This design comes from an exercise in tuning for small area and a short achievable clock period on the open sky130 flow, not from production work.
In this exercise RTL edits were held to simulation tests only and were not proved equivalent to the original.
Power and IR drop assume default switching activity.

### design.v
module mem_ack_responder (
    input  logic        CLK,
    input  logic        RESET,
    input  logic        MR,
    input  logic        MW,
    input  logic [5:0]  ADDR,
    input  logic [31:0] DIN,
    input  logic [3:0]  BE,
    output logic [31:0] DOUT,
    output logic        ACK_N,
    output logic [1:0]  STATE
);
    logic [1:0]  st_q;      
    logic        lat2_q;    
    logic        busy_q;    
    logic        ack_q;     
    logic [31:0] dout_q;
    logic [63:0] sel_n_q;   
    logic [31:0] din_q;
    logic [3:0]  be_q;
    logic        wr_q;
    logic        wcommit_n_q;  
    logic [31:0] mem_q [64];
    logic [31:0] rdata_q;
    logic req, idle, fire;
    assign req  = MR | MW;
    assign idle = !busy_q;
    assign fire = lat2_q & req;
    always_ff @(posedge CLK or posedge RESET) begin
        if (RESET) begin
            st_q    <= 2'd0;
            lat2_q  <= 1'b0;
            busy_q  <= 1'b0;
            ack_q   <= 1'b0;
        end else begin
            lat2_q  <= 1'b0;
            busy_q  <= req || (st_q == 2'd2);
            ack_q   <= 1'b0;
            case (st_q)
                2'd0: if (req) st_q <= 2'd1;
                2'd1: begin
                    if (!req) st_q <= 2'd0;
                    else if (lat2_q) begin
                        st_q    <= 2'd2;
                        ack_q   <= 1'b1;
                    end else lat2_q <= 1'b1;
                end
                2'd2: st_q <= 2'd3;
                default: if (!req) st_q <= 2'd0;
            endcase
        end
    end
    always_ff @(posedge CLK) begin
        if (idle) begin
            for (int w = 0; w < 64; w++) sel_n_q[w] <= (ADDR != 6'(w));
            din_q <= DIN;
            be_q  <= BE;
            wr_q  <= MW;
        end
    end
    logic [31:0] rdata;
    always_comb begin
        rdata = '1;
        for (int w = 0; w < 64; w++) rdata = rdata & (mem_q[w] | {32{sel_n_q[w]}});
    end
    always_ff @(posedge CLK) rdata_q <= rdata;
    always_ff @(posedge CLK) wcommit_n_q <= !(fire && wr_q);
    logic [31:0] wdata;
    always_comb begin
        for (int b = 0; b < 4; b++)
            wdata[b*8 +: 8] = be_q[b] ? din_q[b*8 +: 8] : rdata_q[b*8 +: 8];
    end
    always_ff @(posedge CLK) begin
        for (int w = 0; w < 64; w++) begin
            if (!(sel_n_q[w] || wcommit_n_q)) mem_q[w] <= wdata;
        end
    end
    always_ff @(posedge CLK or posedge RESET) begin
        if (RESET) dout_q <= '0;
        else if (fire && !wr_q) dout_q <= rdata_q;
    end
    assign DOUT  = dout_q;
    assign ACK_N = !ack_q;
    assign STATE = st_q;
endmodule
### run.sh
#!/bin/bash
# synth_recipe.tcl (not shown) runs the flow's synth.tcl, then flattens the netlist and writes it again
# the make line also repeats each setting of config.mk as NAME=value (left out here)
make -C /OpenROAD-flow-scripts/flow DESIGN_CONFIG=/design/flow/config.mk WORK_HOME=/design/flow/orfs CLKGATE_MAP_FILE= SYNTH_SCRIPT=/design/flow/synth_recipe.tcl finish
### config.mk
export PLATFORM = sky130hd
export DESIGN_NAME = mem_ack_responder
export DESIGN_NICKNAME = mem_ack_responder
export VERILOG_FILES = /design/flow/design.v
export SDC_FILE = /design/flow/constraint.sdc
export NUM_CORES = 4
export LEC_CHECK = 0
export CAP_MARGIN = 20
export CORE_MARGIN = 2
export CORE_UTILIZATION = 65
export CTS_CLUSTER_DIAMETER = 80
export CTS_CLUSTER_SIZE = 30
export PLACE_DENSITY = 0.8
export SETUP_SLACK_MARGIN = 2.7
export SLEW_MARGIN = 20
### constraint.sdc
create_clock -name core_clock -period 5.0 [get_ports {CLK}]
set_input_delay 1.0000 -clock core_clock [delete_from_list [all_inputs] [get_ports {CLK}]]
set_output_delay 1.0000 -clock core_clock [all_outputs]
set_load 0.01 [all_outputs]
==> results.py, run 1 <==
metrics = {
    "outcome": {
        "status": "no timing/DRC/antenna violations",
    },
    "sta": {
        "rsz0062_at_grt": "yes",
        "drv_slew": 0,
        "hold_violations": 0,
        "period_needed_ns": 2.50,
        "fmax_mhz": 400,
        "tightest_slew_ns": 1.13,
        "slew_headroom": 0.242,
        "skew_ns": 0.0567,
        "final.period_utilization": 0.500,
        "tns_ns": 0,
        "finalSetupViolations": 0,
        "worst_slack_ns": 2.50,
    },
    "die": {
        "io_pins": 81,
        "fp.dieW_um": 352,
        "num_rows": 127,
        "core_um2": 120000,
        "die_y_um": 352,
        "start_util": 0.656,
        "fp.dieArea_um2": 124000,
    },
    "cells_and_area": {
        "n_fill_cell": 6903,
        "layout_common_cells": "edfxtp_1 (2149), o22ai_1 (1024), nor2_1 (459)",
        "nets": 4522,
        "drive_gt1_frac": 0.113,
        "finalNonFillerCells": 6163,
        "syn_to_final_growth_pct": 7.38,
        "final_common_cell": "edfxtp_1",
    },
    "yosys": {
        "avgSynthCellArea_um2": 17.9,
        "syn-cell-area_um2": 78900,
        "ys_seq_area_frac": 0.839,
        "synth.distinct_cells": 30,
        "synth_nets": 4440,
        "synthCells": 4394,
        "yosys_warnings": 2,
        "yosys_register_bits": 2219,
    },
    "power_and_ir_drop": {
        "leakage_uw": 0.0259,
        "p_total_uw": 31800,
        "powerDensity_nw_per_um2": 376,
        "peakVddDrop_v": 0.000356,
    },
    "grt": {
        "track_usage": 0.314,
        "grt_pass1_wl_um": 280000,
        "grt_max_degree": 65,
        "grt_remaining_overflow": 0,
        "grt_pass1_vias": 40500,
        "antenna_found_initial": 10,
    },
    "clock_network": {
        "clockRootBuffer": "clkbuf_16",
        "cts_tree": "built",
        "h-tree-depth": 3,
        "cts_num_sinks": 2219,
        "clkLatencyLatePin_ns": 0.73,
        "cts_max_path_buffers": 3,
        "cts-buffers-inserted": 87,
        "clk_pin_slew_ns": 0.11,
        "postCtsHoldBufs": 0,
    },
    "critical_path": {
        "required_ns": 4.00,
        "cp_max_fo": 1,
        "startpoint_type": "flop",
        "max_stage_delay_ns": 0.58,
        "crit_buf_inv": 2,
        "crit_arrival_ns": 1.50,
        "crit_chain": "inv_2 > buf_6",
        "path_class": "reg -> out",
        "cp_slowest_cell": "dfrtp_2",
        "cp-end-kind": "primary output",
        "path_delay_family": "flip-flops",
    },
    "placed_design": {
        "hpwl_um": 114000,
        "portBuffers": 80,
        "dp_worst_setup_slack_ns": 2.15,
        "gp_congestion": 0.922,
        "placedCellCount": 5958,
    },
    "detailed_routing": {
        "firstDrtPassIters": 6,
        "drc_errors": 0,
        "num_vias": 43300,
        "drt_iter0_markers": 7513,
        "viasPerCell": 7.02,
        "wl_per_cell_um": 32.0,
        "drt_wl_total_um": 197000,
        "antenna_violating_nets_post_route": 0,
    },
    "worst_hold_path": {
        "hold_path_class": "reg -> reg",
    },
    "job": {
        "cap_violations": 0,
    },
}
[kinds of logic (layout without fill, tap and decap cells)]
| family | count (synthesis) | in the layout | share of synthesized area |
|---|---|---|---|
| AO/OA/AOI/OAI | 1031 | 1031 | 0.0818 |
| buffers and inverters | 281 | 436 | 0.0218 |
| flip-flops | 2219 | 2219 | 0.839 |
| multiplexers | 64 | 64 | 0.00914 |
| other | 0 | 1 | 0 |
| AND/OR/NAND/NOR | 799 | 800 | 0.0488 |
[flip-flops by register name (all words and copies together) (netlist names), 2 cells and up]
name,cells
be_q,4
din_q,32
dout_q,32
mem_q,2048
rdata_q,32
sel_n_q,64
st_q,2
[stage by stage]
| step | hold WS [ns] | utilization | instance area, µm² |
|---|---|---|---|
| 4_1_cts | 0.494 | 0.702 | 84400 |
| 6_report | 0.494 | 0.705 | 84700 |
| 5_1_grt | 0.509 | 0.705 | 84700 |
| 2_1_floorplan | 0.443 | - | 78900 |
| 3_5_place_dp | 0.475 | 0.679 | 81600 |
| 3_3_place_gp | 0.474 | 0.678 | 81400 |
[power by group]
group          internal (µW)  switching, µW  total [µW]  leakage (µW)
logic                    443           1390        1830       0.00441
registers              21000            186       21200        0.0202
clock network           3520           5280        8800       0.00127
total                  24900           6860       31800        0.0259
[routing by layer]
layer,vias to the layer above,wire (µm),track usage
met5,-,41,0
met4,6,12700,0.165
met3,499,26400,0.0609
met2,3374,92100,0.487
met1,21500,66000,0.432
li1,17900,-,-
[cells in the mapped netlist]
master	n	area, µm²
a21o_1	1	7.51
a21oi_1	2	10.0
a22oi_1	1	7.51
and2_1	1	6.26
buf_1	1	3.75
buf_2	138	691
buf_4	104	781
buf_6	13	146
clkbuf_1	20	75.1
clkbuf_4	1	7.51
dfrtp_1	37	926
dfxtp_1	33	661
edfxtp_1	2149	64500
inv_1	4	15.0
mux2_1	14	158
mux2_2	50	563
nand2_1	67	251
nand2b_1	4	25.0
nand3_1	32	160
nand4_1	96	601
nor2_1	524	1970
nor2_2	1	6.26
nor2b_1	2	12.5
nor3_1	7	35.0
nor4_1	5	31.3
nor4_2	60	751
o211ai_1	1	7.51
o21ai_0	1	5.00
o21ai_1	1	5.00
o22ai_1	1024	6410
[layout make-up]
class	instances	area, µm²	share of cell area
flip-flops and latches	2219	66100	0.781
inverters	4	18.8	0.000222
diodes	1	2.50	0.0000296
repair buffers	269	2430	0.0287
clock buffers	146	2440	0.0288
well taps	1612	2020	0.0238
clock inverters	17	203	0.00239
multi-input cells	1895	11400	0.135
[timing repair]
item	CTS	global route
endpoints found under the setup margin	1029	73
gates cloned	1	0
pin swaps	3	1
setup buffers	26	7
resized for setup	148	13
[worst paths after layout]
check | endpoint | cells past startpoint | slack, ns | start
max reg2reg | rdata_q[11] | 5 | 2.69 | sel_n_q[3]
max in group asynchronous | ack_q | 2 | 3.35 | RESET
min in group asynchronous | dout_q[10] | 2 | 0.88 | RESET
max | ACK_N | 2 | 2.50 | ack_q
min reg2reg | dout_q[21] | 1 | 0.49 | dout_q[21]
min | dout_q[21] | 1 | 0.49 | dout_q[21]
==> inputs of run 2 (changes only) <==
--- a/design.v
+++ b/design.v
@@ -15,3 +15,3 @@
     logic        busy_q;    
-    logic        ack_q;     
+    logic        ack_n_q;
     logic [31:0] dout_q;
@@ -33,3 +33,3 @@
             busy_q  <= 1'b0;
-            ack_q   <= 1'b0;
+            ack_n_q <= 1'b1;
         end else begin
@@ -37,3 +37,3 @@
             busy_q  <= req || (st_q == 2'd2);
-            ack_q   <= 1'b0;
+            ack_n_q <= 1'b1;
             case (st_q)
@@ -44,3 +44,3 @@
                         st_q    <= 2'd2;
-                        ack_q   <= 1'b1;
+                        ack_n_q <= 1'b0;
                     end else lat2_q <= 1'b1;
@@ -82,3 +82,3 @@
     assign DOUT  = dout_q;
-    assign ACK_N = !ack_q;
+    assign ACK_N = ack_n_q;
     assign STATE = st_q;
--- a/config.mk
+++ b/config.mk
@@ -12,3 +12,3 @@
 export CTS_CLUSTER_SIZE = 30
-export PLACE_DENSITY = 0.8
+export PLACE_DENSITY = 0.7
 export SETUP_SLACK_MARGIN = 2.7
==> results.py, run 2 <==
metrics = {
    "outcome": {
        "status": "no timing/DRC/antenna violations",
    },
    "power_and_ir_drop": {
        "leakage_uw": 0.0263,
        "peakVddDrop_v": 0.000335,
        "powerDensity_nw_per_um2": 377,
    },
    "cells_and_area": {
        "final_cell_area_um2": 85700,
        "syn_to_final_growth_pct": 9.00,
        "multiInputGateArea_um2": 11600,
        "drive_gt1_frac": 0.132,
        "largest_reg_flops": 2048,
        "n_fill_cell": 7188,
        "layout_common_cells": "edfxtp_1 (2149), o22ai_1 (1024), nor2_1 (448)",
        "final_common_cell": "edfxtp_1",
        "nets": 4599,
        "regMostFlops": "mem_q",
        "reg_top3": "mem_q: 2048 flops, sel_n_q: 64 flops",
        "finalNonFillerCells": 6220,
        "ff_latch_area_um2": 66100,
    },
    "clock_network": {
        "cts_max_path_buffers": 3,
        "cts_num_sinks": 2219,
        "clk_pin_slew_ns": 0.11,
        "postCtsHoldBufs": 0,
        "cts_tree": "built",
        "h-tree-depth": 3,
        "clkLatencyLatePin_ns": 0.73,
        "clockRootBuffer": "clkbuf_16",
        "cts-buffers-inserted": 88,
    },
    "critical_path": {
        "crit_buf_inv": 1,
        "cp_max_fo": 36,
        "regToRegSetupSlack_ns": 2.63,
        "path_class": "reg -> reg",
        "cp-endpoint": "mem_q[9][27]",
        "max_stage_delay_ns": 0.77,
        "crit_start": "be_q[3]",
        "required_ns": 5.46,
        "crit_arrival_ns": 2.83,
        "cp-end-kind": "flop",
        "startpoint_type": "flop",
        "reg2reg_depth": 2,
        "path_delay_family": "flip-flops",
        "cp_slowest_cell": "edfxtp_1",
        "crit_chain": "mux2_2 > buf_4",
        "timing.rr.start": "be_q[3]",
        "regToRegEndpoint": "mem_q[9][27]",
        "cp.depth": 2,
    },
    "yosys": {
        "syn-cell-area_um2": 78600,
        "ys_async_sr_fraction": 0.0167,
        "avgSynthCellArea_um2": 17.9,
        "synthCells": 4393,
        "synth_area_leaders": "edfxtp_1 (82%), o22ai_1 (8.2%), nor2_1 (2.5%), dfrtp_1 (1.1%), buf_2 (0.99%)",
        "synth.distinct_cells": 31,
        "ys.flop_type": "edfxtp_1",
        "synth.most_common_cell": "edfxtp_1",
        "yosys_warnings": 2,
        "synth_nets": 4439,
        "yosys_register_bits": 2219,
        "ys_seq_area_frac": 0.841,
        "synth_top_area_share": 0.821,
        "synth_top_cells_by_count": "edfxtp_1 (2149), o22ai_1 (1024), nor2_1 (523), buf_2 (156), nand4_1 (97)",
        "synth_edf_count": 2149,
        "yosysTopAreaCell": "edfxtp_1",
    },
    "sta": {
        "period_needed_ns": 2.37,
        "rsz0062_at_grt": "yes",
        "drv_slew": 0,
        "tns_ns": 0,
        "final.period_utilization": 0.473,
        "finalSetupViolations": 0,
        "skew_ns": 0.0276,
        "tightest_slew_ns": 1.11,
        "hold_violations": 0,
        "fmax_mhz": 423,
        "slew_headroom": 0.258,
        "worst_slack_ns": 2.63,
    },
    "die": {
        "io_pins": 81,
        "fp.dieArea_um2": 124000,
        "core_um2": 120000,
        "start_util": 0.655,
        "fp.dieW_um": 352,
        "die_y_um": 352,
        "num_rows": 127,
    },
    "grt": {
        "grt_max_degree": 69,
        "antenna_found_initial": 12,
        "grt_pass1_vias": 40000,
        "track_usage": 0.341,
        "grt_pass1_wl_um": 293000,
        "grt_remaining_overflow": 0,
    },
    "placed_design": {
        "placed_area_um2": 81600,
        "gp_congestion": 0.871,
        "portBuffers": 80,
        "hpwl_um": 124000,
        "dp_worst_setup_slack_ns": 1.84,
        "placedCellCount": 5944,
    },
    "detailed_routing": {
        "drt_iter0_markers": 6789,
        "drt_wl_total_um": 212000,
        "drc_errors": 0,
        "num_vias": 43300,
        "wl_per_cell_um": 34.1,
        "viasPerCell": 6.95,
        "firstDrtPassIters": 6,
        "antenna_violating_nets_post_route": 0,
    },
    "job": {
        "cap_violations": 0,
    },
    "worst_hold_path": {
        "hold_path_class": "reg -> reg",
    },
}
run 2: final cells by class:
class,count,area share
diodes,4,0.000117
flip-flops and latches,2219,0.772
well taps,1612,0.0235
multi-input cells,1912,0.135
clock buffers,121,0.0291
inverters,3,0.000175
repair buffers,329,0.0370
clock inverters,20,0.00273
run 2: per-layer routing:
layer	global-route usage	vias to the layer above	wire (µm)
li1	-	18000	-
met4	0.134	14	9300
met3	0.0881	397	28400
met2	0.524	2912	97300
met1	0.479	21900	76700
met5	0	-	238
run 2: through the flow:
step	hold slack (ns)	power, µW	util
finish	0.506	32300	0.714
global route	0.529	33000	0.714
CTS	0.502	32200	0.710
detailed placement	0.477	23500	0.680
global placement	0.472	23400	0.677
floorplan	0.443	22300	-
run 2: report_power, final:
group	internal [µW]	switching (µW)
clock network	3700	5420
logic	503	1500
registers	21000	205
run 2: what timing repair did:
item	4_1_cts	5_1_grt
setup endpoints to repair	1231	490
pin swaps	22	26
resized for setup	180	31
gates cloned	13	5
buffers inserted	95	8
run 2: worst min path at each step:
stage / slack, ns / endpoint / cells past startpoint / start
6_report: 0.51 / dout_q[18] / 1 / dout_q[18]
5_1_grt: 0.53 / dout_q[20] / 1 / dout_q[20]
4_1_cts: 0.50 / dout_q[18] / 1 / dout_q[18]
3_5_place_dp: 0.48 / dout_q[18] / 1 / rdata_q[18]
3_3_place_gp: 0.47 / dout_q[23] / 1 / rdata_q[23]
2_1_floorplan: 0.44 / dout_q[18] / 1 / rdata_q[18]
run 2: kinds of logic (layout without fill, tap and decap cells):
| group | count (synthesis) | after routing | synth area share |
|---|---|---|---|
| AO/OA/AOI/OAI | 1029 | 1029 | 0.0819 |
| other | 0 | 4 | 0 |
| flip-flops | 2219 | 2219 | 0.841 |
| AND/OR/NAND/NOR | 801 | 819 | 0.0469 |
| buffers and inverters | 280 | 473 | 0.0209 |
| multiplexers | 64 | 64 | 0.00917 |

separate check: timing with driven ports:
In the flow no input, the clock included, has a driving cell. The finished layouts below were timed again as built, in two steps.
Step 1 sets driving cells, clkbuf_16 on the clock port and buf_2 on the other inputs (assumed; they add their load-dependent delay and slew).
Step 2 moves the port delays by t, midway between the first and last clock arrival at a register: inputs arrive t later, outputs are due t later. That takes back most of the time a late clock gives input paths.
Slacks: ideal ports / drivers / drivers and shift; pairs: ideal ports / drivers.
run | t, ns | setup slack, ns | clock arrival spread, ns | worst slew at a driven data input, ns
run 1 | 0.784 | 2.502 / 2.424 / 2.030 | 0.057 / 0.057 | 0.15
run 2 | 0.800 | 2.634 / 2.553 / 1.942 | 0.034 / 0.034 | 0.17
After both steps setup and hold are still met in every run listed. The setup slack of run 2, which loses most, moves by -0.081 ns with the drivers and by -0.692 ns with both steps.
